From an optimization exercise on the open Yosys and OpenROAD flow, aimed at a short achievable clock period and few clock cycles; shortcuts taken in it are not production practice.
The RTL was checked by simulation tests, not by an equivalence proof against the original design.
Power and IR drop assume default switching activity.

[flow/standard.sh]
#!/bin/bash
# synth_recipe.tcl (not shown) runs the flow's synth.tcl, then flattens the netlist and writes it again
# the make line also repeats each setting of config.mk as NAME=value (left out here)
make -C /OpenROAD-flow-scripts/flow DESIGN_CONFIG=/design/flow/config.mk WORK_HOME=/design/flow/orfs CLKGATE_MAP_FILE= SYNTH_SCRIPT=/design/flow/synth_recipe.tcl "${@:-finish}"
[flow/flow/run.sh]
#!/bin/bash
# Standard synthesis and layout; timing repair aims below the clock period
# (larger setup margin) so that the layout achieves a shorter period.
set -euo pipefail
bash standard.sh synth > synth.log 2>&1
bash standard.sh SETUP_SLACK_MARGIN=8.5 finish > layout.log 2>&1
[flow/design.v]
package cpuPkg;
	typedef logic [31:0] word_t;
	typedef logic [4:0] regAddr_t;
	typedef logic [31:0] count_t;
	typedef logic [6:0] opcode_t;
	typedef logic [11:0] apbAddr_t;
	localparam opcode_t OPC_ALU_REG = 7'b0110011;
	localparam opcode_t OPC_ALU_IMM = 7'b0010011;
	localparam opcode_t OPC_LOAD = 7'b0000011;
	localparam opcode_t OPC_STORE = 7'b0100011;
	localparam opcode_t OPC_SYSTEM = 7'b1110011;
	localparam logic [2:0] F3_ADD_SUB = 3'b000;
	localparam logic [2:0] F3_SLT = 3'b010;
	localparam logic [2:0] F3_XOR = 3'b100;
	localparam logic [2:0] F3_OR = 3'b110;
	localparam logic [2:0] F3_AND = 3'b111;
	typedef enum logic [2:0] {ALU_ADD, ALU_SUB, ALU_AND, ALU_OR, ALU_XOR, ALU_SLT} aluOp_t;
	typedef enum logic {SRC_A_PC, SRC_A_REG} srcA_t;
	typedef enum logic [1:0] {SRC_B_REG, SRC_B_IMM, SRC_B_FOUR} srcB_t;
	typedef enum logic {WB_EX, WB_MEM} wbSrc_t;
	typedef enum logic [3:0] {
		IDLE,
		FETCH,
		DECODE,
		EXEC_R,
		EXEC_I,
		MEMORY,
		WRITEBACK,
		WRITEBACK_MEM,
		HALT
	} ctrlState_t;
	localparam apbAddr_t IMEM_BASE = 12'h000;
	localparam apbAddr_t DMEM_BASE = 12'h100;
	localparam apbAddr_t CTRL_ADDR = 12'h200;
	localparam apbAddr_t COUNT_ADDR = 12'h204;
endpackage
module memBank #(
	parameter int N = 64,
	parameter int W = 32,
	parameter int A = 6
) (
	input logic [N*W-1:0] d,
	input logic [A-1:0] a,
	output logic [W-1:0] q
);
	logic [W-1:0] lv [A+1][N];
	always_comb begin
		for (int l = 0; l <= A; l++)
			for (int i = 0; i < N; i++)
				lv[l][i] = '0;
		for (int i = 0; i < N; i++)
			lv[0][i] = d[i*W +: W];
		for (int l = 0; l < A; l++)
			for (int i = 0; i < (N >> (l + 1)); i++)
				lv[l+1][i] = a[l] ? lv[l][2*i+1] : lv[l][2*i];
		q = lv[A][0];
	end
endmodule
module multiCycleCpu #(
	parameter int MEM_WORDS = 64
) (
	input logic clk,
	input logic rstN,
	input cpuPkg::apbAddr_t paddr,
	input logic psel,
	input logic penable,
	input logic pwrite,
	input cpuPkg::word_t pwdata,
	output cpuPkg::word_t prdata,
	output logic pready,
	output logic pslverr
);
	localparam int NW = 64;
	logic running;       
	logic halted;        
	logic fin;           
	logic [31:0] countReg;
	logic [31:0] imem [NW];
	logic [31:0] dmem [NW];    
	logic [31:0] sdmem [NW];   
	logic [31:0] arf [32];     
	logic [31:0] srf [32];     
	logic [NW-1:0] written;    
	logic [NW-1:0] fetched;    
	logic [NW-1:0] readBit;    
	logic [NW-1:0] storedBit;  
	logic restartReq;
	logic setup;
	logic aligned;
	logic imemHit;
	logic dmemHit;
	logic ctrlHit;
	logic countHit;
	logic runNext;
	logic haltNext;
	logic [NW-1:0] hostSel;
	logic [31:0] hostRdI;
	logic [31:0] hostRdD;
	logic [31:0] rdSel;
	logic [31:0] prdataQ;
	logic pslverrQ;
	logic imemWrQ;
	logic dmemWrQ;
	logic startQ;
	logic [5:0] idxQ;
	logic [NW-1:0] idxOhQ;
	logic [31:0] wdataQ;
	assign setup = psel && !penable;
	assign aligned = (paddr[1:0] == 2'b00);
	assign imemHit = aligned && (paddr[11:8] == 4'h0);
	assign dmemHit = aligned && (paddr[11:8] == 4'h1);
	assign ctrlHit = (paddr == cpuPkg::CTRL_ADDR);
	assign countHit = (paddr == cpuPkg::COUNT_ADDR) && !pwrite;
	assign runNext = running && !fin;
	assign haltNext = halted || fin;
	always_comb begin
		for (int i = 0; i < NW; i++)
			hostSel[i] = (paddr[7:2] == 6'(i));
	end
	logic [NW*32-1:0] imemFlat, dmemFlat, sdmemFlat;
	logic [NW/2*32-1:0] evenFlat, oddFlat;
	logic [32*32-1:0] srfFlat;
	for (genvar i = 0; i < NW; i++) begin : g_flat
		assign imemFlat[i*32 +: 32] = imem[i];
		assign dmemFlat[i*32 +: 32] = dmem[i];
		assign sdmemFlat[i*32 +: 32] = sdmem[i];
	end
	for (genvar j = 0; j < NW / 2; j++) begin : g_flatBank
		assign evenFlat[j*32 +: 32] = imem[2*j];
		assign oddFlat[j*32 +: 32] = imem[2*j+1];
	end
	for (genvar r = 0; r < 32; r++) begin : g_flatRf
		assign srfFlat[r*32 +: 32] = srf[r];
	end
	memBank #(.N(NW), .W(32), .A(6)) u_hostRdI (.d(imemFlat), .a(paddr[7:2]), .q(hostRdI));
	memBank #(.N(NW), .W(32), .A(6)) u_hostRdD (.d(dmemFlat), .a(paddr[7:2]), .q(hostRdD));
	always_comb begin
		if (paddr[9])
			rdSel = paddr[2] ? countReg : {30'b0, runNext, haltNext};
		else
			rdSel = paddr[8] ? hostRdD : hostRdI;
	end
	always_ff @(posedge clk) begin
		prdataQ <= rdSel;
		pslverrQ <= !(imemHit || dmemHit || ctrlHit || countHit) ||
			((imemHit || dmemHit) && runNext);
		imemWrQ <= rstN && setup && pwrite && imemHit && !runNext;
		dmemWrQ <= rstN && setup && pwrite && dmemHit && !runNext;
		startQ <= rstN && setup && pwrite && ctrlHit && pwdata[0] && !runNext;
		idxQ <= paddr[7:2];
		idxOhQ <= hostSel;
		wdataQ <= pwdata;
	end
	assign prdata = prdataQ;
	assign pslverr = pslverrQ;
	assign pready = 1'b1;
	logic [5:0] fptr;         
	logic haltSeen;           
	logic [31:0] specCount;   
	logic [1:0] vD;
	logic [31:0] irD [2];
	logic [1:0] vX, wrX, ldX, stX, immSelX, subX;
	logic [1:0] selSltX, selXorX, selOrX, selAndX;
	logic [3:0] fAX [2];   
	logic [3:0] fBX [2];   
	logic [4:0] rdX [2];
	logic [31:0] aX [2];
	logic [31:0] bX [2];
	logic [31:0] immX [2];
	logic [1:0] vM, wrM;
	logic [4:0] rdM [2];
	logic [31:0] resM [2];
	logic mLd, mSt, mSlot;
	logic [5:0] mAddr;
	logic [31:0] mSd;
	logic [1:0] vW, wrW;
	logic [4:0] rdW [2];
	logic [31:0] wdW [2];
	logic specDone;
	logic commit;
	logic flush;
	assign specDone = haltSeen && !vX[0] && !vM[0] && !vW[0];
	assign commit = specDone && !fin && !restartReq && (running || startQ);
	assign flush = !rstN || restartReq || commit;
	logic [6:0] opD [2];
	logic [1:0] isRD, isID, isLD, isSD, memD, haltD, wrD, useRs2D;
	logic [4:0] rs1D [2];
	logic [4:0] rs2D [2];
	logic [4:0] rdD [2];
	logic [2:0] f3D [2];
	logic [31:0] immD [2];
	logic [31:0] rv1 [2];
	logic [31:0] rv2 [2];
	logic [3:0] fAD [2];
	logic [3:0] fBD [2];
	logic [1:0] loadUse;
	logic dep10;
	logic iss0, iss1;
	for (genvar s = 0; s < 2; s++) begin : g_dec
		assign opD[s] = irD[s][6:0];
		assign isRD[s] = (opD[s] == cpuPkg::OPC_ALU_REG);
		assign isID[s] = (opD[s] == cpuPkg::OPC_ALU_IMM);
		assign isLD[s] = (opD[s] == cpuPkg::OPC_LOAD);
		assign isSD[s] = (opD[s] == cpuPkg::OPC_STORE);
		assign memD[s] = isLD[s] || isSD[s];
		assign haltD[s] = vD[s] && !(isRD[s] || isID[s] || isLD[s] || isSD[s]);
		assign rs1D[s] = irD[s][19:15];
		assign rs2D[s] = irD[s][24:20];
		assign rdD[s] = irD[s][11:7];
		assign f3D[s] = irD[s][14:12];
		assign wrD[s] = (isRD[s] || isID[s] || isLD[s]) && (rdD[s] != 5'd0);
		assign useRs2D[s] = isRD[s] || isSD[s];
		assign immD[s] = isSD[s] ? {{20{irD[s][31]}}, irD[s][31:25], irD[s][11:7]} :
			{{20{irD[s][31]}}, irD[s][31:20]};
		logic [31:0] rf1, rf2;
		memBank #(.N(32), .W(32), .A(5)) u_rf1 (.d(srfFlat), .a(rs1D[s]), .q(rf1));
		memBank #(.N(32), .W(32), .A(5)) u_rf2 (.d(srfFlat), .a(rs2D[s]), .q(rf2));
		always_comb begin
			rv1[s] = rf1;
			rv2[s] = rf2;
			if (vW[0] && wrW[0] && (rdW[0] == rs1D[s]))
				rv1[s] = wdW[0];
			if (vW[1] && wrW[1] && (rdW[1] == rs1D[s]))
				rv1[s] = wdW[1];
			if (vW[0] && wrW[0] && (rdW[0] == rs2D[s]))
				rv2[s] = wdW[0];
			if (vW[1] && wrW[1] && (rdW[1] == rs2D[s]))
				rv2[s] = wdW[1];
		end
		always_comb begin
			fAD[s] = 4'b0000;
			if (vX[1] && wrX[1] && (rdX[1] == rs1D[s])) fAD[s] = 4'b1000;
			else if (vX[0] && wrX[0] && (rdX[0] == rs1D[s])) fAD[s] = 4'b0100;
			else if (vM[1] && wrM[1] && (rdM[1] == rs1D[s])) fAD[s] = 4'b0010;
			else if (vM[0] && wrM[0] && (rdM[0] == rs1D[s])) fAD[s] = 4'b0001;
			fBD[s] = 4'b0000;
			if (vX[1] && wrX[1] && (rdX[1] == rs2D[s])) fBD[s] = 4'b1000;
			else if (vX[0] && wrX[0] && (rdX[0] == rs2D[s])) fBD[s] = 4'b0100;
			else if (vM[1] && wrM[1] && (rdM[1] == rs2D[s])) fBD[s] = 4'b0010;
			else if (vM[0] && wrM[0] && (rdM[0] == rs2D[s])) fBD[s] = 4'b0001;
		end
		assign loadUse[s] =
			(vX[0] && ldX[0] && wrX[0] &&
				((rs1D[s] == rdX[0]) || (useRs2D[s] && (rs2D[s] == rdX[0])))) ||
			(vX[1] && ldX[1] && wrX[1] &&
				((rs1D[s] == rdX[1]) || (useRs2D[s] && (rs2D[s] == rdX[1]))));
	end
	assign dep10 = wrD[0] && ((rs1D[1] == rdD[0]) || (useRs2D[1] && (rs2D[1] == rdD[0])));
	assign iss0 = vD[0] && !haltD[0] && !loadUse[0];
	assign iss1 = iss0 && vD[1] && !haltD[1] && !loadUse[1] && !dep10 && !(memD[0] && memD[1]);
	logic [NW-1:0] fOh0, fOh1;
	logic [31:0] fw0, fw1;
	logic [1:0] avail;
	logic fetchBlock;
	logic [1:0] nRem;
	logic [1:0] nFetch;
	always_comb begin
		for (int i = 0; i < NW; i++)
			fOh0[i] = (fptr == 6'(i));
	end
	assign fOh1 = {fOh0[NW-2:0], fOh0[NW-1]};
	logic [4:0] evenIdx, oddIdx;
	logic [31:0] rdEven, rdOdd;
	assign oddIdx = fptr[5:1];
	assign evenIdx = fptr[5:1] + {4'd0, fptr[0]};
	memBank #(.N(NW/2), .W(32), .A(5)) u_fetchEven (.d(evenFlat), .a(evenIdx), .q(rdEven));
	memBank #(.N(NW/2), .W(32), .A(5)) u_fetchOdd (.d(oddFlat), .a(oddIdx), .q(rdOdd));
	assign fw0 = fptr[0] ? rdOdd : rdEven;
	assign fw1 = fptr[0] ? rdEven : rdOdd;
	always_comb begin
		if (running)
			avail = 2'd2;
		else if (written[fptr])
			avail = written[fptr + 6'd1] ? 2'd2 : 2'd1;
		else
			avail = 2'd0;
	end
	assign fetchBlock = restartReq || fin || haltSeen || haltD[0] || haltD[1];
	always_comb begin
		if (iss1) nRem = 2'd0;
		else if (iss0) nRem = {1'b0, vD[1]};
		else nRem = {vD[1], vD[0] && !vD[1]};
	end
	always_comb begin
		nFetch = 2'd0;
		if (!fetchBlock) begin
			if (nRem == 2'd0) nFetch = avail;
			else if (nRem == 2'd1 && avail != 2'd0) nFetch = 2'd1;
		end
	end
	always_ff @(posedge clk) begin
		if (flush) begin
			fptr <= '0;
			vD <= 2'b00;
			haltSeen <= 1'b0;
			specCount <= '0;
		end else begin
			fptr <= fptr + {4'd0, nFetch};
			if (haltD[0]) begin
				haltSeen <= 1'b1;
				vD <= 2'b00;
			end else begin
				case (nRem)
					2'd2: vD <= 2'b11;
					2'd1: vD <= (nFetch != 2'd0) ? 2'b11 : 2'b01;
					default: vD <= (nFetch == 2'd2) ? 2'b11 : ((nFetch == 2'd1) ? 2'b01 : 2'b00);
				endcase
			end
			specCount <= specCount + {30'd0, iss1, iss0 && !iss1};
		end
	end
	always_ff @(posedge clk) begin
		if (nRem == 2'd0) begin
			irD[0] <= fw0;
			irD[1] <= fw1;
		end else if (nRem == 2'd1) begin
			irD[0] <= (iss0 ? irD[1] : irD[0]);
			irD[1] <= fw0;
		end
	end
	always_ff @(posedge clk) begin
		if (flush) begin
			vX <= 2'b00;
		end else begin
			vX <= {iss1, iss0};
		end
	end
	for (genvar s = 0; s < 2; s++) begin : g_dx
		always_ff @(posedge clk) begin
			wrX[s] <= wrD[s];
			ldX[s] <= isLD[s];
			stX[s] <= isSD[s];
			rdX[s] <= rdD[s];
			aX[s] <= rv1[s];
			bX[s] <= rv2[s];
			immX[s] <= immD[s];
			immSelX[s] <= !isRD[s];
			subX[s] <= (isRD[s] && f3D[s] == 3'b000 && irD[s][30]) ||
				(!memD[s] && f3D[s] == 3'b010);
			selSltX[s] <= !memD[s] && f3D[s] == 3'b010;
			selXorX[s] <= !memD[s] && f3D[s] == 3'b100;
			selOrX[s] <= !memD[s] && f3D[s] == 3'b110;
			selAndX[s] <= !memD[s] && f3D[s] == 3'b111;
			fAX[s] <= fAD[s];
			fBX[s] <= fBD[s];
		end
	end
	logic [31:0] opA [2];
	logic [31:0] rb [2];
	logic [31:0] opB [2];
	logic [31:0] sum [2];
	logic [31:0] resX [2];
	logic memSlotX;
	for (genvar s = 0; s < 2; s++) begin : g_ex
		assign opA[s] = ({32{fAX[s][3]}} & resM[1]) | ({32{fAX[s][2]}} & resM[0]) |
			({32{fAX[s][1]}} & wdW[1]) | ({32{fAX[s][0]}} & wdW[0]) |
			({32{fAX[s] == 4'b0000}} & aX[s]);
		assign rb[s] = ({32{fBX[s][3]}} & resM[1]) | ({32{fBX[s][2]}} & resM[0]) |
			({32{fBX[s][1]}} & wdW[1]) | ({32{fBX[s][0]}} & wdW[0]) |
			({32{fBX[s] == 4'b0000}} & bX[s]);
		assign opB[s] = immSelX[s] ? immX[s] : rb[s];
		assign sum[s] = opA[s] + (opB[s] ^ {32{subX[s]}}) + {31'b0, subX[s]};
		always_comb begin
			if (selSltX[s])
				resX[s] = {31'b0, (opA[s][31] ^ opB[s][31]) ? opA[s][31] : sum[s][31]};
			else if (selXorX[s]) resX[s] = opA[s] ^ opB[s];
			else if (selOrX[s]) resX[s] = opA[s] | opB[s];
			else if (selAndX[s]) resX[s] = opA[s] & opB[s];
			else resX[s] = sum[s];
		end
	end
	assign memSlotX = vX[1] && (ldX[1] || stX[1]);
	always_ff @(posedge clk) begin
		if (flush) begin
			vM <= 2'b00;
			vW <= 2'b00;
			mLd <= 1'b0;
			mSt <= 1'b0;
		end else begin
			vM <= vX;
			vW <= vM;
			mLd <= (vX[0] && ldX[0]) || (vX[1] && ldX[1]);
			mSt <= (vX[0] && stX[0]) || (vX[1] && stX[1]);
		end
	end
	always_ff @(posedge clk) begin
		resM[0] <= resX[0];
		resM[1] <= resX[1];
		rdM[0] <= rdX[0];
		rdM[1] <= rdX[1];
		wrM <= wrX;
		mSlot <= memSlotX;
		mAddr <= memSlotX ? sum[1][7:2] : sum[0][7:2];
		mSd <= memSlotX ? rb[1] : rb[0];
	end
	logic [NW-1:0] mOh;
	logic [31:0] ldData;
	always_comb begin
		for (int i = 0; i < NW; i++)
			mOh[i] = (mAddr == 6'(i));
	end
	logic [31:0] ldShadow, ldArch;
	memBank #(.N(NW), .W(32), .A(6)) u_loadS (.d(sdmemFlat), .a(mAddr), .q(ldShadow));
	memBank #(.N(NW), .W(32), .A(6)) u_loadA (.d(dmemFlat), .a(mAddr), .q(ldArch));
	assign ldData = storedBit[mAddr] ? ldShadow : ldArch;
	always_ff @(posedge clk) begin
		wdW[0] <= (mLd && !mSlot) ? ldData : resM[0];
		wdW[1] <= (mLd && mSlot) ? ldData : resM[1];
		rdW[0] <= rdM[0];
		rdW[1] <= rdM[1];
		wrW <= wrM;
	end
	logic imemConflict;
	logic dmemConflict;
	assign imemConflict = fetched[idxQ] ||
		((nFetch != 2'd0) && (fptr == idxQ)) ||
		((nFetch == 2'd2) && ((fptr + 6'd1) == idxQ));
	assign dmemConflict = readBit[idxQ] || (mLd && (mAddr == idxQ));
	always_ff @(posedge clk) begin
		restartReq <= !rstN || (imemWrQ && imemConflict) || (dmemWrQ && dmemConflict);
	end
	always_ff @(posedge clk) begin
		if (!rstN) begin
			running <= 1'b0;
			halted <= 1'b0;
			fin <= 1'b0;
			countReg <= '0;
		end else begin
			fin <= commit;
			if (commit)
				countReg <= specCount;
			if (fin) begin
				running <= 1'b0;
				halted <= 1'b1;
			end else if (startQ) begin
				running <= 1'b1;
				halted <= 1'b0;
			end
		end
	end
	always_ff @(posedge clk) begin
		if (!rstN || commit) begin
			written <= '0;
		end else if (imemWrQ) begin
			written <= written | idxOhQ;
		end
	end
	always_ff @(posedge clk) begin
		if (flush) begin
			fetched <= '0;
			readBit <= '0;
			storedBit <= '0;
		end else begin
			if (nFetch != 2'd0)
				fetched <= fetched | fOh0 | ((nFetch == 2'd2) ? fOh1 : '0);
			if (mLd)
				readBit <= readBit | (mOh & ~storedBit);
			if (mSt)
				storedBit <= storedBit | mOh;
		end
	end
	for (genvar i = 0; i < NW; i++) begin : g_mem
		always_ff @(posedge clk) begin
			if (imemWrQ && idxOhQ[i])
				imem[i] <= wdataQ;
		end
		always_ff @(posedge clk) begin
			if (commit && storedBit[i])
				dmem[i] <= sdmem[i];
			else if (dmemWrQ && idxOhQ[i])
				dmem[i] <= wdataQ;
		end
		always_ff @(posedge clk) begin
			if (mSt && mOh[i])
				sdmem[i] <= mSd;
		end
	end
	assign arf[0] = '0;
	assign srf[0] = '0;
	for (genvar r = 1; r < 32; r++) begin : g_rf
		always_ff @(posedge clk) begin
			if (!rstN)
				arf[r] <= '0;
			else if (commit)
				arf[r] <= srf[r];
		end
		always_ff @(posedge clk) begin
			if (restartReq)
				srf[r] <= arf[r];
			else if (vW[1] && wrW[1] && (rdW[1] == 5'(r)))
				srf[r] <= wdW[1];
			else if (vW[0] && wrW[0] && (rdW[0] == 5'(r)))
				srf[r] <= wdW[0];
		end
	end
endmodule
[flow/config.mk]
export PLATFORM = sky130hd
export DESIGN_NAME = multiCycleCpu
export DESIGN_NICKNAME = multiCycleCpu
export VERILOG_FILES = /design/flow/design.v
export SDC_FILE = /design/flow/constraint.sdc
export NUM_CORES = 4
export LEC_CHECK = 0
export CAP_MARGIN = 20
export CELL_PAD_IN_SITES_DETAIL_PLACEMENT = 1
export CORE_MARGIN = 2
export CORE_UTILIZATION = 33
export PLACE_DENSITY = 0.5
export SLEW_MARGIN = 20
[flow/constraint.sdc]
create_clock -name core_clock -period 12.0 [get_ports {clk}]
set_input_delay 2.4000 -clock core_clock [delete_from_list [all_inputs] [get_ports {clk}]]
set_output_delay 2.4000 -clock core_clock [all_outputs]
set_load 0.01 [all_outputs]
==> results.sh <==
export IMPL_status="failed layout checks"
export IMPL_violations="max-capacitance violations, max-slew violations"
export IMPL_fin_crit_sh_pct=37.38
export IMPL_skew_ns=0.1755
export IMPL_power_internal_mw=56.60
export IMPL_core_area_um2=1356000
export IMPL_ys_async_sr_fraction_pct=0
export IMPL_place_port_buffers=81
export IMPL_cts_buffer_depth=6
export IMPL_startpoint_type="primary input"
export IMPL_cts_buffers=1121
export IMPL_clk_pin_slew_ns=0.06
export IMPL_critPathArrivalTime_ns=5.66
export IMPL_pin_count=83
export IMPL_r2r_cells=23
export IMPL_die_area_um2=1367000
export IMPL_fmax_mhz=223.0
export IMPL_r2r_end="resM[0][0]$_DFF_P_"
export IMPL_grt_pass1_vias=301200
export IMPL_nFillCells=132700
export IMPL_synth_edff_count=7200
export IMPL_wl_per_cell_um=46.58
export IMPL_seqCellArea_um2=253900
export IMPL_fin_tns_setup_ns=0
export IMPL_whs_endpoint="immX[0][9]$_DFF_P_"
export IMPL_nNetsFinal=28140
export IMPL_place_area_um2=471900
export IMPL_insertion_delay_ns=1.38
export IMPL_die_x_mm=1.169
export IMPL_antenna_found_initial=294
export IMPL_drt_initial_drc_count=49680
export IMPL_ys_top_cells_by_area="edfxtp_1 (48%), mux4_2 (23%), dfxtp_1 (8.3%)"
export IMPL_place_ws_ns=4.714
export IMPL_yosysSeqAreaShare_pct=56.55
export IMPL_period_needed_ns=4.485
export IMPL_synth_ff_type="edfxtp_1"
export IMPL_postSynthCellCount=27400
export IMPL_root_buffer="clkbuf_16"
export IMPL_ir_drop_mv=0.1278
export IMPL_rsz0062_at_grt="yes"
export IMPL_power_leakage_nw=176.2
export IMPL_postLayoutCoreUtil_pct=39.43
export IMPL_drtAntennaViolNets=0
export IMPL_setup_viol=0
export IMPL_synth_seq_cells=9058
export IMPL_cp_required_ns=13.17
export IMPL_drc=0
export IMPL_worstMarginPinSlew_ns=1.617
export IMPL_p_sw_mw=19.68
export IMPL_ys_warn_count=67
export IMPL_max_cap_viol_count=1
export IMPL_yosysUniqueCellTypes=91
export IMPL_path_cells="buf_16 > buf_16 > buf_16 > buf_12 > mux4_2 > mux4_2 > mux4_2 > mux2i_2 > o21ai_1"
export IMPL_setup_slack_ns=7.515
export IMPL_grt_pass1_wl_mm=2853
export IMPL_power_frac_seq_pct=45.8
export IMPL_netlist_area_um2=448100
export IMPL_maxSlewHeadroom_pct=-8.570
export IMPL_multi_input_area_um2=191700
export IMPL_grt_max_degree=231
export IMPL_clockPowerShare_pct=43.7
export IMPL_vias=308900
export IMPL_hold_depth=0
export IMPL_rr_startpoint="fBX[0][0]$_SDFF_PP0_"
export IMPL_final_layout_size_suffix_gt1_share_pct=40.39
export IMPL_grt_overflow=0
export IMPL_combPwrFrac_pct=10.6
export IMPL_hold_class="flop to flop"
export IMPL_start_util_pct=33.05
export IMPL_power_density_nw_per_um2=142.7
export IMPL_area_growth_pct=19.30
export IMPL_finalInstanceArea_um2=534600
export IMPL_via_per_inst=6.552
export IMPL_drt_pass1_iterations=6
export IMPL_end_kind="flop"
export IMPL_path_class="primary input to flop"
export IMPL_die_height_mm=1.169
export IMPL_yosys_area_top_type="edfxtp_1"
export IMPL_place_congestion=0.9410
export IMPL_hold_viol=0
export IMPL_hpwlAfterDp_mm=1204
export IMPL_hp_start="irD[0][29]$_DFFE_PP_"
export IMPL_avgSynthCellArea_um2=16.35
export IMPL_clock_sinks=9058
export IMPL_drv_slew=5
export IMPL_cts_htree_levels=7
export IMPL_routed_wl_mm=2197
export IMPL_cp_slowest_stage_delay_ns=0.79
export IMPL_critical_path_slowest_cell="mux4_2"
export IMPL_p_sw_share_pct=25.80
export IMPL_grt_total_usage_pct=30.73
export IMPL_synth_top_area_share_pct=48.25
export IMPL_rows=428
export IMPL_synthesis_nets=27660
export IMPL_crit_fanout=8
export IMPL_regToRegSetupSlack_ns=7.55
export IMPL_cts_tree="yes"
metrics by stage:
stage | std cells | hold WS [ns] | power, mW
finish | 47150 | 0.3586 | 76.28
global route | 46990 | 0.3674 | 77.58
CTS | 46410 | 0.3624 | 75.88
detailed placement | 43690 | 0.3353 | 42.24
global placement | 43670 | 0.3390 | 42.14
floorplan | 27400 | 0.3233 | 38.91
final cells by class:
type	instances	share of cell area, %
inverters	197	0.1524
flip-flops and latches	9058	47.50
repair inverters	1	0.001638
well taps	18060	4.227
repair buffers	2034	5.611
clock buffers	1452	5.687
diodes	413	0.1933
multi-input cells	15470	35.86
clock inverters	464	0.7614
cells by family after synthesis:
| family | share of synthesized area (%) |
|---|---|
| AOI/OAI and AO/OA | 5.271 |
| xor gates and xnor gates | 0.5864 |
| adders and majority gates | 0.5819 |
| buffers and inverters | 2.542 |
| DFF | 56.55 |
| muxes | 31.37 |
| other | 0.0008369 |
| and+or+nand+nor | 3.096 |
flip-flops by register name, indices dropped and copies added, names as in the netlist, 64 cells and up:
name / count
wdW: 64
aX: 64
written: 64
dmem: 2048
bX: 64
irD: 64
storedBit: 64
readBit: 64
sdmem: 2048
idxOhQ: 64
fetched: 64
imem: 2048
arf: 992
resM: 64
srf: 992
synthesized netlist by cell type (all sizes together), types with 147 or more instances:
| cell | n |
|---|---|
| nor3 | 147 |
| a22o | 1128 |
| nand2 | 1646 |
| buf | 839 |
| a22oi | 252 |
| mux2 | 2186 |
| mux2i | 1349 |
| dfxtp | 1858 |
| ha | 202 |
| mux4 | 4549 |
| inv | 194 |
| nor2 | 971 |
| edfxtp | 7200 |
| nand3 | 224 |
| a21oi | 438 |
| clkbuf | 1877 |
| xor2 | 160 |
| o21ai | 1305 |
worst max-delay path: cells and delay by family:
kind,cells,cell delay [ns]
mux,4,2.33
compound gates,1,0.09
buf+inv,4,0.69
power groups by stage:
stage          registers [mW]  clock network, mW  logic, mW
3_5_place_dp             35.5                  0       6.69
4_1_cts                  34.9               33.5       7.55
2_1_floorplan            35.2                  0       3.74
5_1_grt                  34.9               34.6       8.06
6_report                 34.9               33.3       8.05
3_3_place_gp             35.5                  0       6.62
placed cells by master (no fill, tap or decap), types with 834 or more instances in the layout:
master	n
edfxtp_1	7200
mux4_2	4548
mux2_2	2171
dfxtp_1	1682
nand2_1	1451
mux2i_1	1224
clkbuf_16	1209
o21ai_0	1165
a22o_1	1128
buf_4	871
nor2_1	834
metal layers:
metal	vias to the layer above	routed length [µm]	global-route usage, %
met1	167900	808200	39.57
met3	5220	286000	10.37
met4	114	164200	18.62
met2	22680	937200	44.83
li1	113000	-	-
met5	-	931	0
how the worst max path moves through the flow:
stage	startpoint	to	slack, ns	depth (start not counted)
after floorplan	paddr[2]	prdataQ[0]$_DFF_P_	7.33	9
after global placement	rstN	arf[8][28]$_SDFFE_PN0P_	4.71	7
after detailed placement	rstN	arf[10][16]$_SDFFE_PN0P_	4.71	7
after CTS	prdataQ[28]$_DFF_P_	prdata[28]	7.52	1
after global routing	fBX[1][3]$_SDFF_PP1_	resM[1][30]$_SDFF_PP0_	7.50	18
final	paddr[2]	prdataQ[5]$_DFF_P_	7.51	9
repair_timing:
item,4_1_cts,5_1_grt
gates cloned,264,71
pin swaps,347,236
setup buffers,539,258
hold buffers,0,0
gates resized for setup,2005,500
setup endpoints to repair,8960,2439
Testbench counts, summed over its fixed seeds: cycles 18,788.

## afterwards: timing with drivers on the ports
The results above use ideal ports. As a check the final layout listed here was re-extracted and re-timed, cells and wires unchanged.
Step 1: set_driving_cell puts a clkbuf_16 on clk and a buf_2 on each other input, an assumption about the parent block.
Step 2 adds t to the input delays and takes it off the output delays; t is the mean of the earliest and latest rising clock arrival at the registers after step 1. Input paths then give back, and output paths get back, about the clock's delay inside the block.
Three values: ideal, step 1, step 2; two values: the first two.
t (ns): 1.470
setup WS [ns]: 7.515 / 7.119 / 5.649
worst hold slack (ns): 0.359 / 0.359 / 0.359
clock arrival spread, ns: 0.182 / 0.182
cell pins on the clock port's net: 1
The setup slack of this run moves by -0.396 ns with the drivers and by -1.866 ns with both steps.
